From an optimization exercise on the open Yosys and OpenROAD flow, aimed at small area, a short achievable clock period and few clock cycles per item; shortcuts taken in it are not production practice. Only simulation tests tie the RTL to the original design; equivalence was not proved. Power figures rest on the tool's default switching activity, not on a simulated workload.

<file path="flow/config.mk">
export PLATFORM = sky130hd
export DESIGN_NAME = indexed_list_engine
export DESIGN_NICKNAME = indexed_list_engine
export VERILOG_FILES = /design/flow/design.v
export SDC_FILE = /design/flow/constraint.sdc
export NUM_CORES = 4
export LEC_CHECK = 0
export CAP_MARGIN = 20
export CORE_MARGIN = 2
export CORE_UTILIZATION = 40
export CTS_CLUSTER_DIAMETER = 70
export CTS_CLUSTER_SIZE = 20
export SETUP_SLACK_MARGIN = 2.4
export SLEW_MARGIN = 20
export SYNTH_HIERARCHICAL = 1
export SYNTH_MINIMUM_KEEP_SIZE = 0
export TNS_END_PERCENT = 10
</file>
<file path="flow/constraint.sdc">
create_clock -name core_clock -period 5.0 [get_ports {clk}]
set_input_delay 1.0000 -clock core_clock [delete_from_list [all_inputs] [get_ports {clk}]]
set_output_delay 1.0000 -clock core_clock [all_outputs]
set_load 0.01 [all_outputs]
</file>
<file path="flow/design.v">
package ile_pkg;
    localparam int MAX_ENTRIES_DEF = 64;
    localparam logic [2:0] OP_READ     = 3'd0;
    localparam logic [2:0] OP_INS_HEAD = 3'd1;
    localparam logic [2:0] OP_INS_TAIL = 3'd2;
    localparam logic [2:0] OP_INS_POS  = 3'd3;
    localparam logic [2:0] OP_DELETE   = 3'd4;
endpackage
module ile_datapath
(
    input  logic        clk,
    input  logic        rst_n,
    input  logic [50:0] item,
    input  logic        s1_load,
    input  logic        exec,
    input  logic        r0_load,
    input  logic        r0_from_r1,
    input  logic        r1_load,
    output logic [40:0] result
);
    logic [6:0]  cnt;
    logic [5:0]  head, tail;
    logic        do_ins, do_del;
    logic [2:0]  d_op;
    logic [15:0] d_pos;
    logic [5:0]  d_p;
    logic        d_neg, d_far, d_pin;
    logic [3:0]  d_lt;      
    logic [2:0]  d_full;    
    logic        d_read, d_ins, d_tail, d_insp, d_del;
    logic [2:0]  d_okk;     
    logic [2:0]  d_hitk;    
    logic        d_ok, d_hit;
    logic [5:0]  d_x;
    logic [6:0]  d_sum;
    logic [5:0]  d_a;
    logic        d_wrap;
    logic [63:0] d_gea, d_oha, d_lth, d_g, d_gt, d_oh;
    logic [63:0] d_ohh, d_oht, d_pos1h, d_mv;
    logic        d_insok, d_delok;
    always_comb
    begin
        d_op  = item[50:48];
        d_pos = item[47:32];
        d_p   = d_pos[5:0];
        d_neg = d_pos[15];
        d_far = !d_neg && (d_pos[14:6] != '0);
        d_pin = !d_neg && !d_far;
        d_read = (d_op == ile_pkg::OP_READ);
        d_ins  = (d_op == ile_pkg::OP_INS_HEAD) || (d_op == ile_pkg::OP_INS_TAIL) ||
                 (d_op == ile_pkg::OP_INS_POS);
        d_tail = (d_op == ile_pkg::OP_INS_TAIL);
        d_insp = (d_op == ile_pkg::OP_INS_POS);
        d_del  = (d_op == ile_pkg::OP_DELETE);
        d_lt[0] = (8'(d_p) + 8'd1 < 8'(cnt));
        d_lt[1] = (8'(d_p) < 8'(cnt));
        d_lt[2] = (8'(d_p) < 8'(cnt) + 8'd1);
        d_lt[3] = (8'(d_p) < 8'(cnt) + 8'd2);
        d_full[0] = 1'b0;
        d_full[1] = (cnt == 7'd64);
        d_full[2] = (cnt == 7'd63);
        for (int k = 0; k < 3; k++)
        begin
            d_okk[k]  = (d_ins && !d_full[k] &&
                         (!d_insp || d_neg || (!d_far && d_lt[k+1]))) ||
                        (d_del && d_pin && d_lt[k]);
            d_hitk[k] = d_read && d_pin && d_lt[k];
        end
        d_ok  = do_ins ? d_okk[2] : (do_del ? d_okk[0] : d_okk[1]);
        d_hit = do_ins ? d_hitk[2] : (do_del ? d_hitk[0] : d_hitk[1]);
        d_x    = ((d_op == ile_pkg::OP_INS_HEAD) || (d_insp && d_neg)) ? 6'd0 : d_p;
        d_sum  = {1'b0, head} + {1'b0, d_x};
        d_a    = d_sum[5:0];
        d_wrap = d_sum[6];
        for (int j = 0; j < 64; j++)
        begin
            d_gea[j] = (6'(j) >= d_a);
            d_oha[j] = (6'(j) == d_a);
            d_lth[j] = (6'(j) < head);
        end
        d_g  = d_wrap ? (d_gea & d_lth) : (d_gea | d_lth);
        d_gt = d_g & ~d_oha;
        d_oh = d_oha;
        for (int j = 0; j < 64; j++)
        begin
            d_ohh[j] = (6'(j) == head);
            d_oht[j] = (6'(j) == tail);
        end
        if (do_del)
        begin
            d_gt  = {d_gt[62:0], d_gt[63]};
            d_oh  = {d_oh[62:0], d_oh[63]};
            d_ohh = {d_ohh[62:0], d_ohh[63]};
        end
        if (do_ins)
            d_oht = {d_oht[62:0], d_oht[63]};
        d_insok = d_ins && d_ok;
        d_delok = d_del && d_ok;
        d_pos1h = d_tail ? d_oht : d_oh;
        d_mv    = d_insok ? (d_tail ? 64'd0 : d_gt) :
                  (d_delok ? (~d_gt & ~d_ohh) : 64'd0);
    end
    logic        q_read, q_ins, q_del;
    logic [63:0] q_oh, q_mv;
    logic        q_insok, q_delok;
    logic [31:0] q_val;
    logic        q_ok, q_hit;
    always_ff @(posedge clk)
    begin
        if (s1_load)
        begin
            q_read <= d_read;
            q_ins  <= d_ins;
            q_del  <= d_del;
            q_oh    <= d_pos1h;
            q_mv    <= d_mv;
            q_insok <= d_insok;
            q_delok <= d_delok;
            q_val  <= item[31:0];
            q_ok   <= d_ok;
            q_hit  <= d_hit;
        end
    end
    logic        ok, hit;
    logic [63:0] oh;
    logic [63:0] ld, dn;
    logic [6:0]  cnt_inc, cnt_dec, cnt_next;
    always_comb
    begin
        ok     = q_ok;
        hit    = q_hit;
        do_ins = exec && q_insok;
        do_del = exec && q_delok;
        oh     = q_oh;
        for (int j = 0; j < 64; j++)
        begin
            ld[j]   = do_ins && oh[j];
            dn[j]   = exec && q_mv[j];
        end
        cnt_inc  = cnt + 7'd1;
        cnt_dec  = cnt - 7'd1;
        cnt_next = do_ins ? cnt_inc : (do_del ? cnt_dec : cnt);
    end
    always_ff @(posedge clk or negedge rst_n)
    begin
        if (!rst_n)
        begin
            cnt  <= '0;
            head <= '0;
            tail <= '0;
        end
        else
        begin
            cnt <= cnt_next;
            if (do_ins)
                tail <= tail + 6'd1;
            if (do_del)
                head <= head + 6'd1;
        end
    end
    logic [31:0] ent [64];
    for (genvar j = 0; j < 64; j++)
    begin : g_ent
        ile_entry u_ent
        (
            .clk  (clk),
            .ld   (ld[j]),
            .dn   (dn[j]),
            .val  ((j % 2) ? q_val : ~q_val),
            .prev (ent[(j + 63) % 64]),
            .q    (ent[j])
        );
    end
    logic [31:0]   rd;
    logic [2047:0] ent_flat;
    logic [40:0]   res_exec;
    for (genvar j = 0; j < 64; j++)
    begin : g_flat
        assign ent_flat[32*j +: 32] = ent[j];
    end
    ile_readmux u_rd
    (
        .sel  (oh),
        .data (ent_flat),
        .rd   (rd)
    );
    always_comb
    begin
        res_exec[40:9] = !q_read ? 32'd0 : (hit ? rd : 32'hFFFF_FFFF);
        res_exec[8]    = hit;
        res_exec[7]    = ok && (q_ins || q_del);
        res_exec[6:0]  = cnt_next;
    end
    logic [40:0] r0, r1;
    always_ff @(posedge clk)
    begin
        if (r1_load)
            r1 <= res_exec;
        if (r0_load)
            r0 <= r0_from_r1 ? r1 : res_exec;
    end
    assign result = r0;
endmodule
module ile_entry
(
    input  logic        clk,
    input  logic        ld,
    input  logic        dn,
    input  logic [31:0] val,
    input  logic [31:0] prev,
    output logic [31:0] q
);
    always_ff @(posedge clk)
    begin
        if (ld || dn)
            q <= ~(ld ? val : prev);
    end
endmodule
module ile_readmux
(
    input  logic [63:0]   sel,
    input  logic [2047:0] data,
    output logic [31:0]   rd
);
    logic [511:0] part;
    for (genvar g = 0; g < 16; g++)
    begin : g_grp
        ile_readgrp u_grp
        (
            .sel  (sel[4*g +: 4]),
            .data (data[128*g +: 128]),
            .rd   (part[32*g +: 32])
        );
    end
    always_comb
    begin
        rd = '0;
        for (int g = 0; g < 16; g++)
        begin
            rd = rd | part[32*g +: 32];
        end
    end
endmodule
module ile_readgrp
(
    input  logic [3:0]   sel,
    input  logic [127:0] data,
    output logic [31:0]  rd
);
    always_comb
    begin
        rd = '0;
        for (int j = 0; j < 4; j++)
        begin
            rd = rd | ({32{sel[j]}} & ((j % 2) ? ~data[32*j +: 32] : data[32*j +: 32]));
        end
    end
endmodule
module ile_controller
(
    input  logic clk,
    input  logic rst_n,
    input  logic item_valid,
    output logic item_stall,
    input  logic result_stall,
    output logic s1_load,       
    output logic exec,          
    output logic r0_load,       
    output logic r0_from_r1,    
    output logic r1_load,       
    output logic result_valid
);
    logic s1_valid, r0_valid, r1_valid;
    logic s1_valid_next, r1_valid_next;
    logic stall_reg;
    logic r0_free;
    assign exec         = s1_valid && !r1_valid;
    assign item_stall   = stall_reg;
    assign s1_load      = !item_stall;
    assign r0_free      = !r0_valid || !result_stall;
    assign r0_load      = r0_free && (r1_valid || exec);
    assign r0_from_r1   = r1_valid;
    assign r1_load      = exec && !r0_free;
    assign result_valid = r0_valid;
    assign s1_valid_next = s1_load ? item_valid : s1_valid;
    assign r1_valid_next = !r0_free && (r1_valid || exec);
    always_ff @(posedge clk or negedge rst_n)
    begin
        if (!rst_n)
        begin
            s1_valid  <= 1'b0;
            r0_valid  <= 1'b0;
            r1_valid  <= 1'b0;
            stall_reg <= 1'b0;
        end
        else
        begin
            s1_valid  <= s1_valid_next;
            r1_valid  <= r1_valid_next;
            stall_reg <= s1_valid_next && r1_valid_next;
            if (r0_free)
                r0_valid <= r1_valid || exec;
        end
    end
endmodule
module indexed_list_engine
(
    input  logic        clk,
    input  logic        rst_n,
    input  logic        item_valid,
    output logic        item_stall,
    input  logic [50:0] item,
    output logic        result_valid,
    input  logic        result_stall,
    output logic [40:0] result
);
    logic s1_load, exec, r0_load, r0_from_r1, r1_load;
    ile_controller u_ctrl
    (
        .clk          (clk),
        .rst_n        (rst_n),
        .item_valid   (item_valid),
        .item_stall   (item_stall),
        .result_stall (result_stall),
        .s1_load      (s1_load),
        .exec         (exec),
        .r0_load      (r0_load),
        .r0_from_r1   (r0_from_r1),
        .r1_load      (r1_load),
        .result_valid (result_valid)
    );
    ile_datapath u_dp
    (
        .clk        (clk),
        .rst_n      (rst_n),
        .item       (item),
        .s1_load    (s1_load),
        .exec       (exec),
        .r0_load    (r0_load),
        .r0_from_r1 (r0_from_r1),
        .r1_load    (r1_load),
        .result     (result)
    );
endmodule
</file>
<file path="flow/run.sh">
#!/bin/bash
# synth_recipe.tcl (not shown) runs the flow's synth.tcl, then flattens the netlist and writes it again
# the make line also repeats each setting of config.mk as NAME=value (left out here)
make -C /OpenROAD-flow-scripts/flow DESIGN_CONFIG=/design/flow/config.mk WORK_HOME=/design/flow/orfs CLKGATE_MAP_FILE= SYNTH_SCRIPT=/design/flow/synth_recipe.tcl finish
</file>
==> summary.txt <==
[Yosys stat by module, one instance, submodules excluded, a selection]
module,cells,copies in the design,flops+latches
ile_readgrp,141,16,0
ile_entry,69,64,32
ile_controller,17,1,4
ile_datapath,1879,1,268
ile_readmux,160,1,0
[through the flow]
| step | utilization | worst slack [ps] | power (uW) | area (um2) | hold slack, ps |
|---|---|---|---|---|---|
| floorplan | - | 1140 | 31600 | 119000 | 426 |
| global placement | 0.421 | 35.4 | 39700 | 124000 | 514 |
| detailed placement | 0.421 | 60.3 | 39700 | 124000 | 524 |
| CTS | 0.465 | 1690 | 57500 | 137000 | 150 |
| global route | 0.472 | 1490 | 60000 | 139000 | 180 |
| finish | 0.472 | 1590 | 59200 | 139000 | 172 |
[area by class of cell]
cell class	count	area (um2)	area share
flip-flops and latches	2320	69600	0.501
repair inverters	7	68.8	0.000495
multi-input cells	5739	47400	0.341
clock buffers	182	4340	0.0313
repair buffers	1036	10800	0.0774
clock inverters	108	1290	0.00927
well taps	3919	4900	0.0353
inverters	74	573	0.00412
diodes	21	52.6	0.000378
[power by group]
part           leakage (uW)  total [uW]  internal (uW)  switching (uW)
Sequential           0.0216       24800          23600            1280
Combinational        0.0183       19100           6590           12500
Clock               0.00273       15200           7270            7950
[cell families (layout without fill, tap and decap cells)]
logic type / Yosys count / in the layout / synth area share
simple gates: 2453 / 2467 / 0.101
flops: 2320 / 2320 / 0.587
compound gates: 1018 / 1020 / 0.0713
buf+inv: 685 / 1407 / 0.0500
other cells: 0 / 21 / 0
fa+ha+maj: 59 / 59 / 0.00597
mux: 2164 / 2164 / 0.183
xor+xnor: 29 / 29 / 0.00214
[what timing repair did]
item / in CTS / in global routing
buffers inserted: 273 / 71
gates resized for setup: 848 / 235
pin swaps: 238 / 87
cloned: 42 / 13
endpoints found under the setup margin: 4023 / 3350
[cells in the final DEF (no fill, tap or decap), drive strengths merged, types with 21 or more instances in the layout]
cell type / netlist / layout
and3: 79 / 79
dfrtp: 23 / 23
nor3: 68 / 68
clkdlybuf4s50: 0 / 86
nor4: 136 / 136
xnor2: 24 / 24
o21ai: 107 / 107
clkinv: 2 / 44
nor2: 132 / 133
or2: 77 / 87
nand2: 1190 / 1191
o22ai: 67 / 67
a31oi: 31 / 31
clkbuf: 112 / 191
o21a: 43 / 43
ha: 41 / 41
buf: 499 / 930
mux2: 41 / 41
edfxtp: 2297 / 2297
inv: 72 / 108
o2111ai: 513 / 513
nand4: 43 / 43
diode: 0 / 21
bufinv: 0 / 21
a21oi: 103 / 103
nand2b: 530 / 530
mux2i: 2123 / 2123
o211ai: 22 / 23
nand3: 69 / 69
and2: 83 / 85
[path summary, 6_finish.rpt]
check,start,cells after the start,end
setup / recovery,item[48],18,u_dp.q_mv[18]
hold / removal,rst_n,1,u_dp.cnt[6]
setup reg to reg,u_dp.cnt[1],15,u_dp.q_mv[6]
hold reg to reg,u_ctrl.s1_valid,1,u_ctrl.s1_valid
max in group asynchronous,rst_n,1,u_dp.head[1]
min in group core_clock,u_ctrl.s1_valid,1,u_ctrl.s1_valid
[worst reg2reg max path, cell delays in order (launching register included)]
cell and delay, ps:
dfrtp_2 500, ha_4 200, buf_4 110, buf_6 110, nand3_4 80, xnor2_2 140
ha_1 310, and3_1 150, a221o_1 320, a21oi_2 250, nor3_2 80, and4b_2 380
nand2_8 110, buf_8 170, buf_12 160, mux2i_1 170
[cells in the mapped netlist, types with 24 or more instances]
library cell	number	area, um2
edfxtp_1	2297	69000
mux2i_1	2123	21300
nand2_1	1188	4460
nand2b_1	529	3310
o2111ai_1	417	3650
buf_8	192	2880
buf_2	145	726
nor4_1	136	851
nor2_1	130	488
buf_6	113	1270
clkbuf_1	112	420
a21oi_1	100	500
o21ai_0	98	490
o2111ai_2	96	1440
and2_1	81	507
and3_1	79	494
or2_2	76	475
nand3_1	67	335
o22ai_1	66	413
nor3_1	64	320
inv_1	56	210
buf_4	43	323
nand4_1	43	269
o21a_1	43	323
ha_1	41	513
mux2_2	41	462
a31oi_1	31	194
xnor2_1	24	210
[layer usage]
metal | GRT usage | vias to the layer above | routed length, um
li1 | - | 34800 | -
met1 | 0.434 | 45700 | 196000
met2 | 0.512 | 6718 | 231000
met3 | 0.0943 | 1409 | 65500
met4 | 0.218 | 42 | 41500
met5 | 0 | - | 276
==> flow_summary_export.csv <==
group,metric,value,unit
worst_setup_path,worstSetupPathType,"in2reg",
grt,grt_max_degree,108,
worst_hold_path,hold_path.class,"in2async",
cells_and_area,final_nets,9446,
yosys,synth_area,119000,um2
cells_and_area,fillers,25900,
clock_network,cts_sinks,2320,
timing,relSlewSlack,0.172,
timing,final.setup.tns,0,ps
cells_and_area,drive_gt1_frac,0.221,
drt,drc,0,
yosys,ys_seq_area_frac,0.587,
yosys,ys_types,95,
cells_and_area,reg.largest.list,"u_dp.g_ent.u_ent.q x2048, u_dp.q_mv x64, u_dp.q_oh x64",
worst_setup_path,cp_num_buf_inv,5,
yosys,synthCells,8728,
die,initial_core_util,0.403,
pwr,p_per_area,426,nW/um2
drt,wire_per_inst,39.8,um
clock_network,cts_tree,"yes",
worst_setup_path,cpMostUsedCell,"buf_6",
yosys,synth_edf_count,2297,
worst_setup_path,crit_chain,"buf_6, nor2b_4, buf_6, nand2_4, and2_4, ha_4, inv_2, fa_2, buf_6, nor4b_4, a31o_4, o31ai_2, a21oi_1, o21ai_0, buf_4, nand2b_1, o21ai_0, mux2i_1",
clock_network,htreeDepth,4,
grt,gr-usage-all-layers,0.341,
die,dieArea,301000,um2
job,maxCapViolations,0,
worst_setup_path,startpoint_type,"primary input",
timing,finalCritPeriodShare,0.681,
yosys,syn-num-nets,8825,
yosys,ys_async_sr_fraction,0.00991,
drt,viasPerCell,6.61,
placement,dpl.cell_count,12700,
pwr,p_leak,0.0426,uW
timing,report.final.slew_viol_count,0,
worst_setup_path,crit_path_max_incr_delay,470,ps
placement,gp_routability_congestion,0.981,
pwr,peakVddDrop,269,uV
worst_setup_path,critPathMaxFanout,6,
timing,worst_pin_slew,1240,ps
worst_setup_path,cp_slowest_cell,"o31ai_2",
worst_setup_path,critPathCaptureType,"flop",
worst_setup_path,cp.required,5740,ps
drt,ant_nets,0,
drt,wirelength,534000,um
cells_and_area,syn_to_final_growth,17.2,%
yosys,ys.flop_type,"edfxtp_1",
timing,min_period,3410,ps
worst_setup_path,cp_top_family,"compound AO/OA/AOI/OAI gates",
timing,clock_skew,62.7,ps
timing,finalSetupViolCount,0,
clock_network,cts_buffers,171,
cells_and_area,regMostFlops,"u_dp.g_ent.u_ent.q",
die,io_pins,98,
grt,antenna_found_initial,54,
die,core,294000,um2
yosys,avgSynthCellArea,13.6,um2
cells_and_area,fin_cells,13400,
yosys,synth.yosys.warnings,12,
timing,finalHoldViolations,0,
clock_network,cts_hold_buf,0,
drt,drt_iter0_markers,13900,
grt,grt_pass1_wl,716000,um
timing,max_freq,294,MHz
die,rows,199,
grt,globalRouteOverflowTotal,0,
cells_and_area,largest_reg_flops,2048,
placement,dpl.hpwl,332000,um
clock_network,path_clk_slew,70,ps
drt,dr.pass1.iters,8,
clock_network,clk_latency,940,ps
die,dieWidth,548,um
grt,grt_pass1_vias,83800,
timing,rsz0062_at_grt,"yes",
clock_network,cts-root-buf,"clkbuf_16",
drt,vias,88600,
die,floorplan.die.height,548,um
status,status,"complete, no violations",
worst_setup_path,ff2ff_setup_slack,1600,ps
worst_setup_path,cp.arrival,4150,ps
clock_network,ctsLongestPathBuffers,4,
placement,io_buffer_count,97,
yosys,synth-seq-cells,2320,
Testbench counts, summed over its fixed seeds: cycles 12,816, items 12,800.

re-timing with driven ports:
No port has a modelled driver above. Below, the same layout with a new extraction and two added sets of constraints.
Step 1, drivers: a clkbuf_16 drives clk and a buf_2 each remaining input, both assumed.
Step 2 times the ports against the registers' clock, not the clock port: input delays grow and output delays shrink by t, the midpoint of the rising clock arrivals with the driver on.
a / b / c = no drivers / after step 1 / after step 2; a / b = the first two.
shift t [ns]: 1.018
slack for setup (ns): 1.593 / 1.602 / 0.649
slew at the worst register clock pin (ns): 0.09 / 0.09
After both steps this run still meets setup and hold. The setup slack of this run moves by +0.009 ns with the drivers and by -0.944 ns with both steps.
